This design comes from an exercise in tuning for small area, a short achievable clock period and few clock cycles per item on the open sky130 flow, not from production work.
Function was checked by simulation only, so behaviour that the tests miss may differ from the original.
The clock input has no modelled driver; a real chip could not lean on it and would need a root buffer or a full tree.
Power and IR drop assume default switching activity.

Setup of east:
==> flow/design.v (excerpt) <==
module top_payload_generator (
    input  logic                          clk,
    input  logic                          resetn,
    input  logic [15:0]                   session_id_i,
    input  logic [31:0]                   msg_seq_num_i,
    input  logic [4-1:0]            pe_valid_i,
    input  logic [4*(32 + 32 + 16 + 64)-1:0]   pe_order_i,
    output logic [4-1:0]            pe_ready_o,
    input  logic                          tready_i,
    output logic                          tvalid_o,
    output logic                          tlast_o,
    output logic [64-1:0]            tdata_o
);
    logic                 tvalid_q;
    logic [1:0]           beat_q;      
    stream_pkg::pe_idx_t  cur_q;       
    stream_pkg::pe_idx_t  nxt_q;       
    logic                 have_q;
    logic [4-1:0]   rdy_q;
    logic [3:0]           bsel_q;                
    logic [2:0][4-1:0] esel_q;             
    logic                 tvalid_d;
    logic [1:0]           beat_d;
    stream_pkg::pe_idx_t  cur_d;
    order_pkg::order_no_t order_no;
    logic                 take;
    logic                 start;
    logic [4-1:0]   busy;
    logic [4-1:0]   cand;
    stream_pkg::pe_idx_t  pick;
    logic                 found;
    assign take  = tvalid_q && tready_i;
    assign start = have_q && (!tvalid_q || (beat_q == 2'd3 && tready_i));
    always_comb begin
        busy = rdy_q;
  ...
export LEC_CHECK = 0
export CAP_MARGIN = 20
export CORE_AREA = 2.5 2.5 242.5 242.5
export DIE_AREA = 0 0 245 245
export SETUP_SLACK_MARGIN = 2.2
export SLEW_MARGIN = 20
create_clock -name core_clock -period 5.0 [get_ports {clk}]
standard.sh (not shown) runs the stock make flow with config.mk's settings and CLKGATE_MAP_FILE= SYNTH_SCRIPT=/design/flow/synth_recipe.tcl, a recipe that flattens the netlist after the stock synthesis.
==> flow/flow/run.sh <==
#!/bin/bash
# The standard flow, with the port buffers made from the smallest buffer cell.
cp standard.sh standard_copy.sh.txt 2>/dev/null
export BUFFER_PORTS_ARGS="-buffer_cell sky130_fd_sc_hd__buf_1"
bash standard.sh > standard.log 2>&1
Testbench counts of east, summed over its fixed seeds: cycles 38,416, items 9,600.
### east -> west
==> flow/run.sh (new file) <==
#!/bin/bash
# synth_recipe.tcl (not shown) runs the flow's synth.tcl, then flattens the netlist and writes it again
# the make line also repeats each setting of config.mk as NAME=value (left out here)
make -C /OpenROAD-flow-scripts/flow DESIGN_CONFIG=/design/flow/config.mk WORK_HOME=/design/flow/orfs CLKGATE_MAP_FILE= SYNTH_SCRIPT=/design/flow/synth_recipe.tcl finish
removed: flow/flow/run.sh
removed: flow/standard.sh
### Flow results
- Going from east to west, number of instances in the placed design essentially unchanged; final cell count closely matched the old numbers.
- Delta (west minus east): final core utilization rose by 5.4 points, total number of nets in the final design stayed essentially flat.
- Taking east as the reference, in west global routing usage on met1 +1.9 points; wire length has increased.

== run 1 ==
The RTL this note starts from:
==> flow/design.v <==
`timescale 1ns/1ns
package order_pkg;
    typedef enum logic [7:0] {
        NEW     = 8'h30,
        CANCEL  = 8'h34,
        REPLACE = 8'h35
    } exec_type_e;
    typedef enum logic [7:0] {
        BUY  = 8'h31,
        SELL = 8'h32
    } side_e;
    typedef enum logic [7:0] {
        MARKET = 8'h31,
        LIMIT  = 8'h32
    } ord_type_e;
    typedef enum logic [7:0] {
        DAY = 8'h30,
        IOC = 8'h33,
        FOK = 8'h34
    } tif_e;
    typedef logic [31:0]       price_t;
    typedef logic [15:0]       qty_t;
    typedef logic [64-1:0] symbol_t;
    typedef struct packed {
        exec_type_e exec_type;
        side_e      side;
        ord_type_e  ord_type;
        tif_e       tif;
        price_t     price;
        qty_t       qty;
        symbol_t    symbol;
    } order_t;
    typedef logic [5-1:0][7:0] order_no_t;
endpackage
`timescale 1ns/1ns
package stream_pkg;
    typedef logic [64-1:0] beat_t;
    typedef logic [$clog2(4)-1:0] pe_idx_t;
    typedef enum logic [2:0] {
        IDLE,
        HDR,
        BODY,
        SYM,
        TAIL
    } builder_state_e;
    typedef logic [15:0] session_id_t;
    typedef logic [31:0] seq_num_t;
endpackage
`timescale 1ns/1ns
module order_no_counter (
    input  logic                 clk,
    input  logic                 resetn,
    input  logic                 advance_i,
    output order_pkg::order_no_t order_no_o
);
    logic [4*5-1:0] bcd_q;
    logic [5-1:0]   nine_q;     
    logic [5-1:0]   step_q;     
    logic [5-1:0]   nine;
    logic [5-1:0]   step;
    always_comb begin
        logic c;
        c = 1'b1;
        for (int d = 0; d < 5; d++) begin
            nine[d] = bcd_q[4*d +: 4] == 4'd9;
            step[d] = c;
            c = c && nine[d];
        end
    end
    always_ff @(posedge clk) begin
        if (!resetn) begin
            bcd_q  <= '0;
            nine_q <= '0;
            step_q <= 'b1;
        end else begin
            nine_q <= nine;
            step_q <= step;
            for (int d = 0; d < 5; d++) begin
                if (advance_i && step_q[d]) begin
                    bcd_q[4*d +: 4] <= nine_q[d] ? 4'd0 : bcd_q[4*d +: 4] + 4'd1;
                end
            end
        end
    end
    logic [8*5-1:0] ascii;
    always_comb begin
        for (int d = 0; d < 5; d++) begin
            ascii[8*d +: 8] = {4'h3, bcd_q[4*d +: 4]};
        end
    end
    assign order_no_o = ascii;
endmodule
`timescale 1ns/1ns
module top_payload_generator (
    input  logic                          clk,
    input  logic                          resetn,
    input  logic [15:0]                   session_id_i,
    input  logic [31:0]                   msg_seq_num_i,
    input  logic [4-1:0]            pe_valid_i,
    input  logic [4*(32 + 32 + 16 + 64)-1:0]   pe_order_i,
    output logic [4-1:0]            pe_ready_o,
    input  logic                          tready_i,
    output logic                          tvalid_o,
    output logic                          tlast_o,
    output logic [64-1:0]            tdata_o
);
    logic                 tvalid_q;
    logic                 tlast_q;
    logic [3:0]           bsel_q;
    logic [2:0][4-1:0] esel_q;
    stream_pkg::pe_idx_t  cur_q;       
    stream_pkg::pe_idx_t  nxt_q;       
    logic                 have_q;
    logic [4-1:0]   rdy_q;
    logic [4-1:0]   acc_q;       
    logic [4-1:0]   valid_q;     
    logic                 adv_q;       
    stream_pkg::beat_t    tdata_q, tdata_d;
    order_pkg::order_no_t order_no;
    logic                 ld;
    logic                 start;
    logic                 next0;       
    logic [4-1:0]   busy;
    logic [4-1:0]   cand;
    stream_pkg::pe_idx_t  pick;
    logic                 found;
    assign ld    = !tvalid_q || tready_i;
    assign start = ld && bsel_q[0] && (|esel_q[0]);
    assign next0 = ld ? (bsel_q[3] || (bsel_q[0] && !(|esel_q[0]))) : bsel_q[0];
    assign busy = esel_q[1] | esel_q[2] | rdy_q | acc_q;
    assign cand = valid_q & ~busy;
    always_comb begin
        found = 1'b0;
        pick  = cur_q;
        for (int k = 1; k <= 4; k++) begin
            if (!found && cand[stream_pkg::pe_idx_t'(cur_q + k)]) begin
                found = 1'b1;
                pick  = stream_pkg::pe_idx_t'(cur_q + k);
            end
        end
    end
    always_ff @(posedge clk) begin
        if (!resetn) begin
            tvalid_q <= 1'b0;
            tlast_q  <= 1'b0;
            bsel_q   <= 4'b0001;
            esel_q   <= '0;
            cur_q    <= '0;
            nxt_q    <= '0;
            have_q   <= 1'b0;
            rdy_q    <= '0;
            acc_q    <= '0;
            valid_q  <= '0;
            adv_q    <= 1'b0;
        end else begin
            acc_q    <= rdy_q;
            valid_q  <= pe_valid_i;
            adv_q    <= ld && bsel_q[3];
            if (ld) begin
                tvalid_q  <= !bsel_q[0] || (|esel_q[0]);
                tlast_q   <= bsel_q[3];
                bsel_q[1] <= start;
                bsel_q[2] <= bsel_q[1];
                bsel_q[3] <= bsel_q[2];
                bsel_q[0] <= next0;
                esel_q[1] <= start ? esel_q[0] : '0;
                esel_q[2] <= esel_q[1];
                rdy_q     <= esel_q[2];
            end else begin
                rdy_q     <= '0;
            end
            for (int e = 0; e < 4; e++) begin
                esel_q[0][e] <= next0 && have_q && !start && nxt_q == stream_pkg::pe_idx_t'(e);
            end
            if (start) begin
                cur_q  <= nxt_q;
            end
            if (!have_q) begin
                nxt_q  <= pick;
            end
            have_q <= !start && (have_q || found);
        end
    end
    logic [4-1:0][64-1:0] eterm;
    for (genvar e = 0; e < 4; e++) begin : g_eng
        logic [(32 + 32 + 16 + 64)-1:0] o;
        assign o = pe_order_i[e*(32 + 32 + 16 + 64) +: (32 + 32 + 16 + 64)];
        assign eterm[e] = ({64{esel_q[0][e]}} & {16'h0,
                                                 5'b0, o[138], 1'b0, o[136],
                                                 6'b0, ~o[128], o[128],
                                                 32'h0})
                        | ({64{esel_q[1][e]}} & {o[111:80], o[79:64],
                                                 6'b0, ~o[120], o[120],
                                                 5'b0, o[114], o[112], o[112]})
                        | ({64{esel_q[2][e]}} & o[63:0]);
    end
    assign tdata_d = ({64{bsel_q[0]}} & {session_id_i, 8'h30, 8'h30, msg_seq_num_i})
                   | ({64{bsel_q[1]}} & {32'h0, 16'h0, 8'h30, 8'h30})
                   | ({64{bsel_q[3]}} & {order_no, 24'd0})
                   | eterm[0] | eterm[1] | eterm[2] | eterm[3];
    always_ff @(posedge clk) begin
        if (ld) tdata_q <= tdata_d;
    end
    order_no_counter u_order_no (
        .clk        (clk),
        .resetn     (resetn),
        .advance_i  (adv_q),
        .order_no_o (order_no)
    );
    assign tvalid_o   = tvalid_q;
    assign tlast_o    = tlast_q;
    assign tdata_o    = tdata_q;
    assign pe_ready_o = rdy_q;
endmodule
Settings: LEC_CHECK=0, CAP_MARGIN=20, CORE_AREA=2.5 2.5 197.5 197.5, DIE_AREA=0 0 200 200, SETUP_SLACK_MARGIN=3.0, SLEW_MARGIN=20; clock period 5.0 ns.
==> flow/flow/run.sh <==
#!/bin/bash
# The standard flow, with four changes: the port buffers are the smallest
# buffer cell, the pins may sit on every routing track, they are placed in
# regions (flow/io.tcl, made by gen/io_gen.py) that keep each tdata_o bit next
# to the input bits feeding it, and the clock tree is two levels of buffers
# built by flow/cts_hand.tcl in place of clock tree synthesis.
export BUFFER_PORTS_ARGS="-buffer_cell sky130_fd_sc_hd__buf_1"
export PLACE_PINS_ARGS="-min_distance 1 -min_distance_in_tracks"
export IO_CONSTRAINTS="$PWD/flow/io.tcl"
export PRE_CTS_TCL="$PWD/flow/cts_hand.tcl"
bash standard.sh > standard.log 2>&1
==> flow/flow/cts_hand.tcl <==
# Sourced by ORFS's cts.tcl before clock tree synthesis (PRE_CTS_TCL).
# Builds a two-level clock tree by hand: the clock port drives four
# clkbuf_16 buffers, each driving two leaf buffers, each driving the
# flip-flop clock pins of one eighth of them (split by angle around their
# centre), then replaces the
# clock_tree_synthesis command with a no-op so the rest of cts.tcl (timing
# repair and legalisation) runs on this tree.
set nb 8
set block [ord::get_db_block]
set db [ord::get_db]
set clknet [$block findNet clk]
set master [$db findMaster sky130_fd_sc_hd__clkbuf_16]
set sinks [$clknet getITerms]
set pts {}
foreach it $sinks {
  set box [[$it getInst] getBBox]
  lappend pts [list [expr {([$box xMin] + [$box xMax]) / 2.0}] [expr {([$box yMin] + [$box yMax]) / 2.0}]]
}
puts "hand clock tree: [llength $sinks] clock sinks"
# split the sinks into nb clusters of equal size, contiguous in angle
# around the centre of the sinks
set sx 0.0; set sy 0.0
foreach p $pts { set sx [expr {$sx + [lindex $p 0]}]; set sy [expr {$sy + [lindex $p 1]}] }
set cx [expr {$sx / [llength $pts]}]
set cy [expr {$sy / [llength $pts]}]
set keyed {}
set i 0
foreach p $pts {
  lappend keyed [list [expr {atan2([lindex $p 1] - $cy, [lindex $p 0] - $cx)}] $i]
  incr i
}
set keyed [lsort -real -index 0 $keyed]
set n [llength $pts]
set assign [lrepeat $n 0]
set k 0
foreach kv $keyed {
  lset assign [lindex $kv 1] [expr {($k * $nb) / $n}]
  incr k
}
set cents {}
for {set g 0} {$g < $nb} {incr g} {
  set sx 0.0; set sy 0.0; set m 0
  foreach p $pts a $assign {
    if {$a == $g} { set sx [expr {$sx + [lindex $p 0]}]; set sy [expr {$sy + [lindex $p 1]}]; incr m }
  }
  lappend cents [list [expr {$sx / max($m, 1)}] [expr {$sy / max($m, 1)}]]
}
set leaves {}
for {set g 0} {$g < $nb} {incr g} {
  set members {}
  foreach it $sinks a $assign { if {$a == $g} { lappend members $it } }
  set inst [odb::dbInst_create $block $master "clkbuf_leaf_$g"]
  set net [odb::dbNet_create $block "clknet_leaf_$g"]
  $net setSigType CLOCK
  foreach it $members { $it disconnect; $it connect $net }
  [$inst findITerm X] connect $net
  set c [lindex $cents $g]
  $inst setLocation [expr {int([lindex $c 0])}] [expr {int([lindex $c 1])}]
  $inst setPlacementStatus PLACED
  lappend leaves $inst
  puts "hand clock tree: leaf $g drives [llength $members] sinks from [lindex $c 0] [lindex $c 1]"
}
for {set r 0} {$r < $nb / 2} {incr r} {
  set inst [odb::dbInst_create $block $master "clkbuf_root_$r"]
  set net [odb::dbNet_create $block "clknet_root_$r"]
  $net setSigType CLOCK
  [$inst findITerm A] connect $clknet
  [$inst findITerm X] connect $net
  set c0 [lindex $cents [expr {2 * $r}]]
  set c1 [lindex $cents [expr {2 * $r + 1}]]
  foreach l [lrange $leaves [expr {2 * $r}] [expr {2 * $r + 1}]] { [$l findITerm A] connect $net }
  $inst setLocation [expr {int(([lindex $c0 0] + [lindex $c1 0]) / 2)}] [expr {int(([lindex $c0 1] + [lindex $c1 1]) / 2)}]
  $inst setPlacementStatus PLACED
}
$clknet setSigType CLOCK
global_connect
detailed_placement
rename clock_tree_synthesis clock_tree_synthesis_unused
proc clock_tree_synthesis {args} { puts "clock tree built by hand (flow/cts_hand.tcl)" }
Other scripts of this flow, unchanged in this note and not shown: flow/flow/io.tcl
Run 1 went all the way through synthesis, placement and routing and the layout is clean on timing, DRC and antenna.
Testbench counts of run 1, summed over its fixed seeds: cycles 38,432, items 9,600.
--- input diff run 1..run 2 ---
--- a/flow/flow/cts_hand.tcl
+++ b/flow/flow/cts_hand.tcl
@@ -1,5 +1,5 @@
 # Sourced by ORFS's cts.tcl before clock tree synthesis (PRE_CTS_TCL).
 # Builds a two-level clock tree by hand: the clock port drives four
-# clkbuf_16 buffers, each driving two leaf buffers, each driving the
+# clkbuf_4 buffers, each driving two clkbuf_8 leaf buffers, each driving the
 # flip-flop clock pins of one eighth of them (split by angle around their
 # centre), then replaces the
@@ -10,5 +10,6 @@
 set db [ord::get_db]
 set clknet [$block findNet clk]
-set master [$db findMaster sky130_fd_sc_hd__clkbuf_16]
+set master [$db findMaster sky130_fd_sc_hd__clkbuf_4]
+set leaf_master [$db findMaster sky130_fd_sc_hd__clkbuf_8]
 set sinks [$clknet getITerms]
 set pts {}
@@ -50,5 +51,5 @@
   set members {}
   foreach it $sinks a $assign { if {$a == $g} { lappend members $it } }
-  set inst [odb::dbInst_create $block $master "clkbuf_leaf_$g"]
+  set inst [odb::dbInst_create $block $leaf_master "clkbuf_leaf_$g"]
   set net [odb::dbNet_create $block "clknet_leaf_$g"]
   $net setSigType CLOCK
Results
- Against run 1, run 2 comes in 3 lower on critical path depth.
- Going from run 1 to run 2, ratio of final minimum period to clock period has increased; via count barely changed; pre-CTS setup slack held steady; total chip power now sits lower; total clock network power now smaller.
- As far as cell count goes, run 1 and run 2 are indistinguishable; the numbers are identical.
- Internal power consumption ends up higher on run 1.
- Run 1 → run 2: worst-case setup margin in the final layout went down; reported leakage power went down.
Modified inputs, run 3 compared to run 2
--- a/flow/flow/run.sh
+++ b/flow/flow/run.sh
@@ -3,5 +3,5 @@
 # buffer cell, the pins may sit on every routing track, they are placed in
 # regions (flow/io.tcl, made by gen/io_gen.py) that keep each tdata_o bit next
-# to the input bits feeding it, and the clock tree is two levels of buffers
+# to the input bits feeding it, and the clock tree is one level of buffers
 # built by flow/cts_hand.tcl in place of clock tree synthesis.
 export BUFFER_PORTS_ARGS="-buffer_cell sky130_fd_sc_hd__buf_1"
==> flow/flow/cts_hand.tcl <==
# Sourced by ORFS's cts.tcl before clock tree synthesis (PRE_CTS_TCL).
# Builds a one-level clock tree by hand: the clock port drives four
# clkbuf_16 buffers, each driving the flip-flop clock pins of one quarter of
# them (split by angle around their centre), then replaces the
# clock_tree_synthesis command with a no-op so the rest of cts.tcl (timing
# repair and legalisation) runs on this tree.
set nb 4
set block [ord::get_db_block]
set db [ord::get_db]
set clknet [$block findNet clk]
set master [$db findMaster sky130_fd_sc_hd__clkbuf_16]
set sinks [$clknet getITerms]
set pts {}
foreach it $sinks {
  set box [[$it getInst] getBBox]
  lappend pts [list [expr {([$box xMin] + [$box xMax]) / 2.0}] [expr {([$box yMin] + [$box yMax]) / 2.0}]]
}
puts "hand clock tree: [llength $sinks] clock sinks"
# split the sinks into nb clusters of equal size, contiguous in angle
# around the centre of the sinks
set sx 0.0; set sy 0.0
foreach p $pts { set sx [expr {$sx + [lindex $p 0]}]; set sy [expr {$sy + [lindex $p 1]}] }
set cx [expr {$sx / [llength $pts]}]
set cy [expr {$sy / [llength $pts]}]
set keyed {}
set i 0
foreach p $pts {
  lappend keyed [list [expr {atan2([lindex $p 1] - $cy, [lindex $p 0] - $cx)}] $i]
  incr i
}
set keyed [lsort -real -index 0 $keyed]
set n [llength $pts]
set assign [lrepeat $n 0]
set k 0
foreach kv $keyed {
  lset assign [lindex $kv 1] [expr {($k * $nb) / $n}]
  incr k
}
set cents {}
for {set g 0} {$g < $nb} {incr g} {
  set sx 0.0; set sy 0.0; set m 0
  foreach p $pts a $assign {
    if {$a == $g} { set sx [expr {$sx + [lindex $p 0]}]; set sy [expr {$sy + [lindex $p 1]}]; incr m }
  }
  lappend cents [list [expr {$sx / max($m, 1)}] [expr {$sy / max($m, 1)}]]
}
for {set g 0} {$g < $nb} {incr g} {
  set members {}
  foreach it $sinks a $assign { if {$a == $g} { lappend members $it } }
  if {[llength $members] == 0} { continue }
  set inst [odb::dbInst_create $block $master "clkbuf_hand_$g"]
  set net [odb::dbNet_create $block "clknet_hand_$g"]
  $net setSigType CLOCK
  foreach it $members { $it disconnect; $it connect $net }
  [$inst findITerm A] connect $clknet
  [$inst findITerm X] connect $net
  set c [lindex $cents $g]
  $inst setLocation [expr {int([lindex $c 0])}] [expr {int([lindex $c 1])}]
  $inst setPlacementStatus PLACED
  puts "hand clock tree: buffer $g drives [llength $members] sinks from [lindex $c 0] [lindex $c 1]"
}
$clknet setSigType CLOCK
global_connect
detailed_placement
rename clock_tree_synthesis clock_tree_synthesis_unused
proc clock_tree_synthesis {args} { puts "clock tree built by hand (flow/cts_hand.tcl)" }
==> summary.txt <==
Diff run 2 -> run 3: detailed-route wire length decreased about 0.9%; part of the power in combinational logic +1.0 points; final critical delay including setup and external delays fell 17 ps; maximum frequency has increased.
Between run 3 and run 2, the met2 usage in global routing does not differ in any meaningful way.
diff inputs: run 3 => run 4
Settings: SETUP_SLACK_MARGIN: 3.0 -> 2.9.
[summary]
- When run 4 is set beside run 3, its setup slack turns out to be 52 ps smaller.
- End point of the critical path: tdata_q[35] -> run 4, tdata_q[39] -> run 3
- Of run 4 and run 3, it is run 4 that has the lower post-CTS setup-driven buffer insertion count.
- Cell count of the worst hold path: run 3 vs run 4 — no meaningful difference
- Clock skew across run 3 and run 4: no real change.
- Diff run 3..run 4 | global-route usage | negligible
- The sequential power on run 4 is in line with that on run 3.
- Fmax came out lower on run 4 than on run 3.
- Via count of the routed design sits lower in run 4 than in run 3.
- Power down 1.2% in run 4 wrt run 3
In every run of this note, the design's own scripts or RTL, not TritonCTS, make the clock network.

[afterwards: timing with drivers on the ports]
In the flow no input, the clock included, has a driving cell. The finished layouts below were timed again as built, in two steps.
Step 1 sets driving cells, clkbuf_16 on the clock port and buf_2 on the other inputs (assumed; they add their load-dependent delay and slew).
Step 2 also shifts input and output timing later by t, the mid clock arrival at the registers, as if the neighbouring blocks saw the same clock.
Three values: no drivers, after step 1, after step 2; two values: the first two.
| run | t, ns | setup slack, ns | worst slew at a driven data input, ns |
|---|---|---|---|
| east | 0.347 | 1.866 / 1.771 / 1.771 | 0.34 |
| west | 0.345 | 1.867 / 1.823 / 1.823 | 0.28 |
| run 1 | 0.364 | 3.104 / 3.030 / 2.824 | 0.07 |
| run 2 | 0.385 | 3.065 / 2.986 / 2.831 | 0.07 |
| run 3 | 0.272 | 3.082 / 3.088 / 2.856 | 0.07 |
| run 4 | 0.276 | 3.029 / 3.029 / 2.835 | 0.06 |
After both steps every run listed still meets setup and hold. The setup slack of run 1, which loses most, moves by -0.074 ns with the drivers and by -0.280 ns with both steps.
